What follows belongs to an exercise in optimizing a design on an open flow for small area; a production flow would make more cautious choices. Where RTL was checked, it was by simulation tests only, not by an equivalence proof against the original. Power and IR drop assume default switching activity.

## before
==> module isp_tile_packer, before the edit <==
module isp_tile_packer #(
  parameter int IMGW_WIDTH     = 11,
  parameter int IMGH_WIDTH     = 11,
  parameter int PIX_WIDTH      = 24,
  parameter int LANES          = 32,
  parameter int ISP_DATA_WIDTH = 768,
  parameter int ISP_ADDR_WIDTH = 10
) (
  input  logic                      clk,
  input  logic                      rst_n,
  input  logic [IMGW_WIDTH-1:0]     img_width_i,
  input  logic [IMGH_WIDTH-1:0]     img_height_i,
  input  logic                      top_start_i,
  input  logic                      pix_vld_i,
  output logic                      pix_rdy_o,
  input  logic [PIX_WIDTH-1:0]      pix_dat_i,
  input  logic                      pix_sof_i,
  input  logic                      pix_eol_i,
  input  logic                      isp_rdy_i,
  output logic                      isp_resp_o,
  output logic                      isp_wen_o,
  output logic [ISP_ADDR_WIDTH-1:0] isp_waddr_o,
  output logic [ISP_DATA_WIDTH-1:0] isp_wdata_o,
  output logic                      isp_done_o,
  output logic                      busy_o,
  output logic                      frame_done_o,
  output logic                      err_o
);
  localparam int BUF_W = (LANES - 1) * PIX_WIDTH;
  localparam logic [32*5-1:0] LANE_CODE = {
    5'd16,
    5'd8,
    5'd20,
    5'd10,
    5'd21,
    5'd26,
    5'd29,
    5'd14,
    5'd23,
    5'd27,
    5'd13,
    5'd6,
    5'd3,
    5'd17,
    5'd24,
    5'd28,
    5'd30,
    5'd31,
    5'd15,
    5'd7,
    5'd19,
    5'd25,
    5'd12,
    5'd22,
    5'd11,
    5'd5,
    5'd18,
    5'd9,
    5'd4,
    5'd2,
    5'd1,
    5'd0
  };
  typedef enum logic [1:0] {IDLE = 2'b00, WAIT_RDY = 2'b10, FILL = 2'b11, DONE = 2'b01} state_e;
  state_e                    state_q, state_d;
  logic [5:0]                tiles_q;       
  logic [IMGH_WIDTH-1:0]     lines_left_q;
  logic [4:0]                lane_q;        
  logic [4:0]                tile_q;        
  logic [4:0]                row_q;         
  logic                      first_q;       
  logic [BUF_W-1:0]          lane_buf_q;
  logic [PIX_WIDTH-1:0]      lane31_q;
  logic                      wen_q;
  logic                      done_q;
  logic [5:0] tiles_in;
  logic [5:0] tile_inc;
  logic       start_ok;
  logic       xfer;
  logic       last_lane;
  logic       last_tile;
  logic       last_col;
  logic       band_end;
  logic       lines_zero;
  assign tiles_in   = img_width_i[10:5];
  assign start_ok   = top_start_i && (state_q == IDLE) &&
                      (tiles_in != 6'd0) && (img_height_i != '0);
  assign pix_rdy_o  = (state_q == FILL);
  assign xfer       = pix_vld_i && pix_rdy_o;
  assign last_lane  = (lane_q == LANE_CODE[31*5 +: 5]);
  assign tile_inc   = {1'b0, tile_q} + 6'd1;
  assign last_tile  = (tile_inc == tiles_q);
  assign last_col   = last_lane && last_tile;
  assign lines_zero = (lines_left_q == '0);
  assign band_end   = xfer && last_col &&
                      ((&row_q) || (lines_left_q == IMGH_WIDTH'(1)));
  always_ff @(posedge clk or negedge rst_n) begin
    if (!rst_n) state_q <= IDLE;
    else        state_q <= state_d;
  end
  always_comb begin
    state_d = state_q;
    unique case (state_q)
      IDLE:     if (start_ok) state_d = WAIT_RDY;
      WAIT_RDY: if (isp_rdy_i) state_d = FILL;
      FILL:     if (band_end) state_d = DONE;
      DONE:     state_d = lines_zero ? IDLE : WAIT_RDY;
      default:  state_d = IDLE;
    endcase
  end
  assign isp_resp_o = (state_q == WAIT_RDY) && isp_rdy_i;
  assign busy_o     = (state_q != IDLE);
  always_ff @(posedge clk or negedge rst_n) begin
    if (!rst_n) begin
      wen_q  <= 1'b0;
      done_q <= 1'b0;
    end else begin
      wen_q  <= xfer && last_lane;
      done_q <= (state_q == DONE);
    end
  end
  always_ff @(posedge clk) begin
    if (start_ok) begin
      tiles_q      <= tiles_in;
      lines_left_q <= img_height_i;
      lane_q       <= '0;
      first_q      <= 1'b1;
    end else if (xfer) begin
      lane_q  <= {lane_q[3:0], lane_q[4] ^ lane_q[2] ^ (lane_q[3:0] == 4'd0)};
      first_q <= 1'b0;
      if (last_col) lines_left_q <= lines_left_q - IMGH_WIDTH'(1);
      if (lane_q == LANE_CODE[0 +: 5]) begin
        if (first_q) begin
          tile_q <= '0;
          row_q  <= '0;
        end else if (last_tile) begin
          tile_q <= '0;
          row_q  <= row_q + 5'd1;
        end else begin
          tile_q <= tile_inc[4:0];
        end
      end
    end
  end
  for (genvar l = 0; l < LANES - 1; l++) begin : g_lane
    logic ld, hold;
    assign ld   = xfer && (lane_q == LANE_CODE[l*5 +: 5]);
    assign hold = (lane_q != LANE_CODE[l*5 +: 5]);
    always_ff @(posedge clk) begin
      lane_buf_q[l*PIX_WIDTH +: PIX_WIDTH] <=
          (lane_buf_q[l*PIX_WIDTH +: PIX_WIDTH] & {PIX_WIDTH{hold}}) |
          (pix_dat_i & {PIX_WIDTH{ld}});
    end
  end
  always_ff @(posedge clk) begin
    lane31_q <= pix_dat_i;
  end
  assign isp_wen_o    = wen_q;
  assign isp_waddr_o  = {row_q, tile_q};
  assign isp_wdata_o  = {lane31_q, lane_buf_q};
  assign isp_done_o   = done_q;
  assign frame_done_o = done_q && lines_zero;
  logic err_q;
  always_ff @(posedge clk or negedge rst_n) begin
    if (!rst_n) begin
      err_q <= 1'b0;
    end else if (start_ok) begin
      err_q <= 1'b0;
    end else if (xfer) begin
      if ((pix_sof_i != first_q) || (pix_eol_i != last_col)) begin
        err_q <= 1'b1;
      end
    end
  end
  assign err_o = err_q;
  logic unused_inputs;
  assign unused_inputs = ^{img_width_i[4:0], pix_sof_i, pix_eol_i};
endmodule
export LEC_CHECK = 0
export CAP_MARGIN = 0
export CORE_MARGIN = 2
export CORE_UTILIZATION = 40
export SLEW_MARGIN = 0
create_clock -name core_clock -period 6.0 [get_ports {clk}]
standard.sh (not shown) runs the stock make flow with config.mk's settings and CLKGATE_MAP_FILE= SYNTH_SCRIPT=/design/flow/synth_recipe.tcl, a recipe that flattens the netlist after the stock synthesis.
==> flow/flow/run.sh <==
#!/bin/bash
set -euo pipefail
cd "$(dirname "$0")/.."
bash standard.sh \
  "BUFFER_PORTS_ARGS=-buffer_cell sky130_fd_sc_hd__buf_1" \
  "CTS_ARGS=-sink_clustering_enable -repair_clock_nets -dont_use_dummy_load -buf_list sky130_fd_sc_hd__clkbuf_4 -sink_clustering_size 10 -sink_clustering_max_diameter 40" \
  finish > flow_standard.log 2>&1
No stage failed in before, and the final checks on the layout all came back clean.
Setup changes, before to after
diff --git a/flow/design.v b/flow/design.v
--- a/flow/design.v
+++ b/flow/design.v
@@ -25,45 +25,11 @@
   output logic                      busy_o,
   output logic                      frame_done_o,
   output logic                      err_o
 );
   localparam int BUF_W = (LANES - 1) * PIX_WIDTH;
-  localparam logic [32*5-1:0] LANE_CODE = {
-    5'd16,
-    5'd8,
-    5'd20,
-    5'd10,
-    5'd21,
-    5'd26,
-    5'd29,
-    5'd14,
-    5'd23,
-    5'd27,
-    5'd13,
-    5'd6,
-    5'd3,
-    5'd17,
-    5'd24,
-    5'd28,
-    5'd30,
-    5'd31,
-    5'd15,
-    5'd7,
-    5'd19,
-    5'd25,
-    5'd12,
-    5'd22,
-    5'd11,
-    5'd5,
-    5'd18,
-    5'd9,
-    5'd4,
-    5'd2,
-    5'd1,
-    5'd0
-  };
-  typedef enum logic [1:0] {IDLE = 2'b00, WAIT_RDY = 2'b10, FILL = 2'b11, DONE = 2'b01} state_e;
+  typedef enum logic [1:0] {IDLE, WAIT_RDY, FILL, DONE} state_e;
   state_e                    state_q, state_d;
   logic [5:0]                tiles_q;       
   logic [IMGH_WIDTH-1:0]     lines_left_q;
   logic [4:0]                lane_q;        
   logic [4:0]                tile_q;        
@@ -85,11 +51,11 @@
   assign tiles_in   = img_width_i[10:5];
   assign start_ok   = top_start_i && (state_q == IDLE) &&
                       (tiles_in != 6'd0) && (img_height_i != '0);
   assign pix_rdy_o  = (state_q == FILL);
   assign xfer       = pix_vld_i && pix_rdy_o;
-  assign last_lane  = (lane_q == LANE_CODE[31*5 +: 5]);
+  assign last_lane  = &lane_q;
   assign tile_inc   = {1'b0, tile_q} + 6'd1;
   assign last_tile  = (tile_inc == tiles_q);
   assign last_col   = last_lane && last_tile;
   assign lines_zero = (lines_left_q == '0);
   assign band_end   = xfer && last_col &&
@@ -124,14 +90,14 @@
       tiles_q      <= tiles_in;
       lines_left_q <= img_height_i;
       lane_q       <= '0;
       first_q      <= 1'b1;
     end else if (xfer) begin
-      lane_q  <= {lane_q[3:0], lane_q[4] ^ lane_q[2] ^ (lane_q[3:0] == 4'd0)};
+      lane_q  <= lane_q + 5'd1;
       first_q <= 1'b0;
       if (last_col) lines_left_q <= lines_left_q - IMGH_WIDTH'(1);
-      if (lane_q == LANE_CODE[0 +: 5]) begin
+      if (lane_q == 5'd0) begin
         if (first_q) begin
           tile_q <= '0;
           row_q  <= '0;
         end else if (last_tile) begin
           tile_q <= '0;
@@ -140,14 +106,19 @@
           tile_q <= tile_inc[4:0];
         end
       end
     end
   end
+  logic [3:0] lane_lo;
+  logic [7:0] lane_hi;
+  assign lane_lo = 4'b0001 << lane_q[1:0];
+  assign lane_hi = 8'b0000_0001 << lane_q[4:2];
   for (genvar l = 0; l < LANES - 1; l++) begin : g_lane
-    logic ld, hold;
-    assign ld   = xfer && (lane_q == LANE_CODE[l*5 +: 5]);
-    assign hold = (lane_q != LANE_CODE[l*5 +: 5]);
+    logic sel, ld, hold;
+    assign sel  = lane_lo[l % 4] && lane_hi[l / 4];
+    assign ld   = xfer && sel;
+    assign hold = !sel;
     always_ff @(posedge clk) begin
       lane_buf_q[l*PIX_WIDTH +: PIX_WIDTH] <=
           (lane_buf_q[l*PIX_WIDTH +: PIX_WIDTH] & {PIX_WIDTH{hold}}) |
           (pix_dat_i & {PIX_WIDTH{ld}});
     end
- ~same sequential power in before and after
- Going from before to after, layout net count shrank by a few percent.
- Final antenna-violating net count: before vs after identical
- The lower detailed-routed wire length on met3 of before and after is in after.
- Changes observed in after relative to before: total global-route track usage held; routed wire length went down 1400 um; slack of the critical path went up 0.19 ns.
- after — non-clock buffer count 2.4% higher, before as reference
- Part of the total power dissipated in combinational logic delta for after relative to before: 0.6 points lower
- Number of placed cells counting well taps shrinks by a few percent when moving from before to after.
- In after, the net switching power came out about 3.6% below the value in before.
- STATUS global-route wire length before repair: after loses against before
- after vs. before: area of the mapped netlist went up by about 0.6%.
The RTL of after was laid out without a check of its function.

========
The RTL this note starts from:
==> flow/design.v <==
module isp_tile_packer #(
  parameter int IMGW_WIDTH     = 11,
  parameter int IMGH_WIDTH     = 11,
  parameter int PIX_WIDTH      = 24,
  parameter int LANES          = 32,
  parameter int ISP_DATA_WIDTH = 768,
  parameter int ISP_ADDR_WIDTH = 10
) (
  input  logic                      clk,
  input  logic                      rst_n,
  input  logic [IMGW_WIDTH-1:0]     img_width_i,
  input  logic [IMGH_WIDTH-1:0]     img_height_i,
  input  logic                      top_start_i,
  input  logic                      pix_vld_i,
  output logic                      pix_rdy_o,
  input  logic [PIX_WIDTH-1:0]      pix_dat_i,
  input  logic                      pix_sof_i,
  input  logic                      pix_eol_i,
  input  logic                      isp_rdy_i,
  output logic                      isp_resp_o,
  output logic                      isp_wen_o,
  output logic [ISP_ADDR_WIDTH-1:0] isp_waddr_o,
  output logic [ISP_DATA_WIDTH-1:0] isp_wdata_o,
  output logic                      isp_done_o,
  output logic                      busy_o,
  output logic                      frame_done_o,
  output logic                      err_o
);
  localparam int BUF_W = (LANES - 1) * PIX_WIDTH;
  typedef enum logic [1:0] {IDLE = 2'b00, WAIT_RDY = 2'b10, FILL = 2'b11, DONE = 2'b01} state_e;
  state_e                    state_q, state_d;
  logic [5:0]                tiles_q;       
  logic [IMGH_WIDTH-1:0]     lines_left_q;
  logic [4:0]                lane_q;        
  logic [4:0]                tile_q;        
  logic [4:0]                row_q;         
  logic                      first_q;       
  logic [BUF_W-1:0]          lane_buf_q;
  logic [PIX_WIDTH-1:0]      lane31_q;
  logic                      wen_q;
  logic                      done_q;
  logic [5:0] tiles_in;
  logic [5:0] tile_inc;
  logic       start_ok;
  logic       xfer;
  logic       last_lane;
  logic       last_tile;
  logic       last_col;
  logic       band_end;
  logic       lines_zero;
  assign tiles_in   = img_width_i[10:5];
  assign start_ok   = top_start_i && (state_q == IDLE) &&
                      (tiles_in != 6'd0) && (img_height_i != '0);
  assign pix_rdy_o  = (state_q == FILL);
  assign xfer       = pix_vld_i && pix_rdy_o;
  assign last_lane  = &lane_q;
  assign tile_inc   = {1'b0, tile_q} + 6'd1;
  assign last_tile  = (tile_inc == tiles_q);
  assign last_col   = last_lane && last_tile;
  assign lines_zero = (lines_left_q == '0);
  assign band_end   = xfer && last_col &&
                      ((&row_q) || (lines_left_q == IMGH_WIDTH'(1)));
  always_ff @(posedge clk or negedge rst_n) begin
    if (!rst_n) state_q <= IDLE;
    else        state_q <= state_d;
  end
  always_comb begin
    state_d = state_q;
    unique case (state_q)
      IDLE:     if (start_ok) state_d = WAIT_RDY;
      WAIT_RDY: if (isp_rdy_i) state_d = FILL;
      FILL:     if (band_end) state_d = DONE;
      DONE:     state_d = lines_zero ? IDLE : WAIT_RDY;
      default:  state_d = IDLE;
    endcase
  end
  assign isp_resp_o = (state_q == WAIT_RDY) && isp_rdy_i;
  assign busy_o     = (state_q != IDLE);
  always_ff @(posedge clk or negedge rst_n) begin
    if (!rst_n) begin
      wen_q  <= 1'b0;
      done_q <= 1'b0;
    end else begin
      wen_q  <= xfer && last_lane;
      done_q <= (state_q == DONE);
    end
  end
  always_ff @(posedge clk) begin
    if (start_ok) begin
      tiles_q      <= tiles_in;
      lines_left_q <= img_height_i;
      lane_q       <= '0;
      first_q      <= 1'b1;
    end else if (xfer) begin
      lane_q  <= lane_q + 5'd1;
      first_q <= 1'b0;
      if (last_col) lines_left_q <= lines_left_q - IMGH_WIDTH'(1);
      if (lane_q == 5'd0) begin
        if (first_q) begin
          tile_q <= '0;
          row_q  <= '0;
        end else if (last_tile) begin
          tile_q <= '0;
          row_q  <= row_q + 5'd1;
        end else begin
          tile_q <= tile_inc[4:0];
        end
      end
    end
  end
  for (genvar l = 0; l < LANES - 1; l++) begin : g_lane
    logic ld, hold;
    assign ld   = xfer && (lane_q == 5'(l));
    assign hold = (lane_q != 5'(l));
    always_ff @(posedge clk) begin
      lane_buf_q[l*PIX_WIDTH +: PIX_WIDTH] <=
          (lane_buf_q[l*PIX_WIDTH +: PIX_WIDTH] & {PIX_WIDTH{hold}}) |
          (pix_dat_i & {PIX_WIDTH{ld}});
    end
  end
  always_ff @(posedge clk) begin
    lane31_q <= pix_dat_i;
  end
  assign isp_wen_o    = wen_q;
  assign isp_waddr_o  = {row_q, tile_q};
  assign isp_wdata_o  = {lane31_q, lane_buf_q};
  assign isp_done_o   = done_q;
  assign frame_done_o = done_q && lines_zero;
  logic err_q;
  always_ff @(posedge clk or negedge rst_n) begin
    if (!rst_n) begin
      err_q <= 1'b0;
    end else if (start_ok) begin
      err_q <= 1'b0;
    end else if (xfer) begin
      if ((pix_sof_i != first_q) || (pix_eol_i != last_col)) begin
        err_q <= 1'b1;
      end
    end
  end
  assign err_o = err_q;
  logic unused_inputs;
  assign unused_inputs = ^{img_width_i[4:0], pix_sof_i, pix_eol_i};
endmodule
Settings: LEC_CHECK=0, CAP_MARGIN=0, CORE_MARGIN=2, CORE_UTILIZATION=40, SLEW_MARGIN=0; clock period 6.0 ns.
Scripts as last shown in full above: flow/flow/run.sh
==> next run, changes <==
--- a/flow/design.v
+++ b/flow/design.v
@@ -27,7 +27,7 @@
   output logic                      err_o
 );
   localparam int BUF_W = (LANES - 1) * PIX_WIDTH;
-  typedef enum logic [1:0] {IDLE = 2'b00, WAIT_RDY = 2'b10, FILL = 2'b11, DONE = 2'b01} state_e;
+  typedef enum logic [1:0] {IDLE, WAIT_RDY, FILL, DONE} state_e;
   state_e                    state_q, state_d;
   logic [5:0]                tiles_q;       
   logic [IMGH_WIDTH-1:0]     lines_left_q;
Global-route usage grows by 0.45 points.
Total power went down by 25%.
Cell area barely changes.
Area after synthesis increases by 0.38%.
Worst setup slack is better by 0.43 ns.
Via count went up by about 1.4%.
Only the layout flow was run in the first run of this note; the RTL was not checked for function there.

-- what the ideal ports hide --
The results above use ideal ports. As a check the final layouts listed here were re-extracted and re-timed, cells and wires unchanged. Step 1: set_driving_cell puts a clkbuf_16 on clk and a buf_2 on each other input, an assumption about the parent block. Step 2, shift: input delay + t, output delay - t, t = (earliest + latest rising clock arrival at the registers) / 2. This alone moves slack from input paths to output paths. Slacks: ideal ports / drivers / drivers and shift; pairs: ideal ports / drivers.
run	t (ns)	slack for setup (ns)	worst data-port slew with drivers (ns)
before	0.917	2.112 / 2.051 / 2.272	0.14
after	0.893	2.302 / 2.243 / 2.181	0.09
the first run of note 2	0.883	2.077 / 2.013 / 2.444	0.18
the second run of note 2	0.916	2.509 / 2.458 / 1.824	0.19
After both steps every run listed still meets setup and hold. The setup slack of the second run of note 2, which loses most, moves by -0.051 ns with the drivers and by -0.685 ns with both steps.
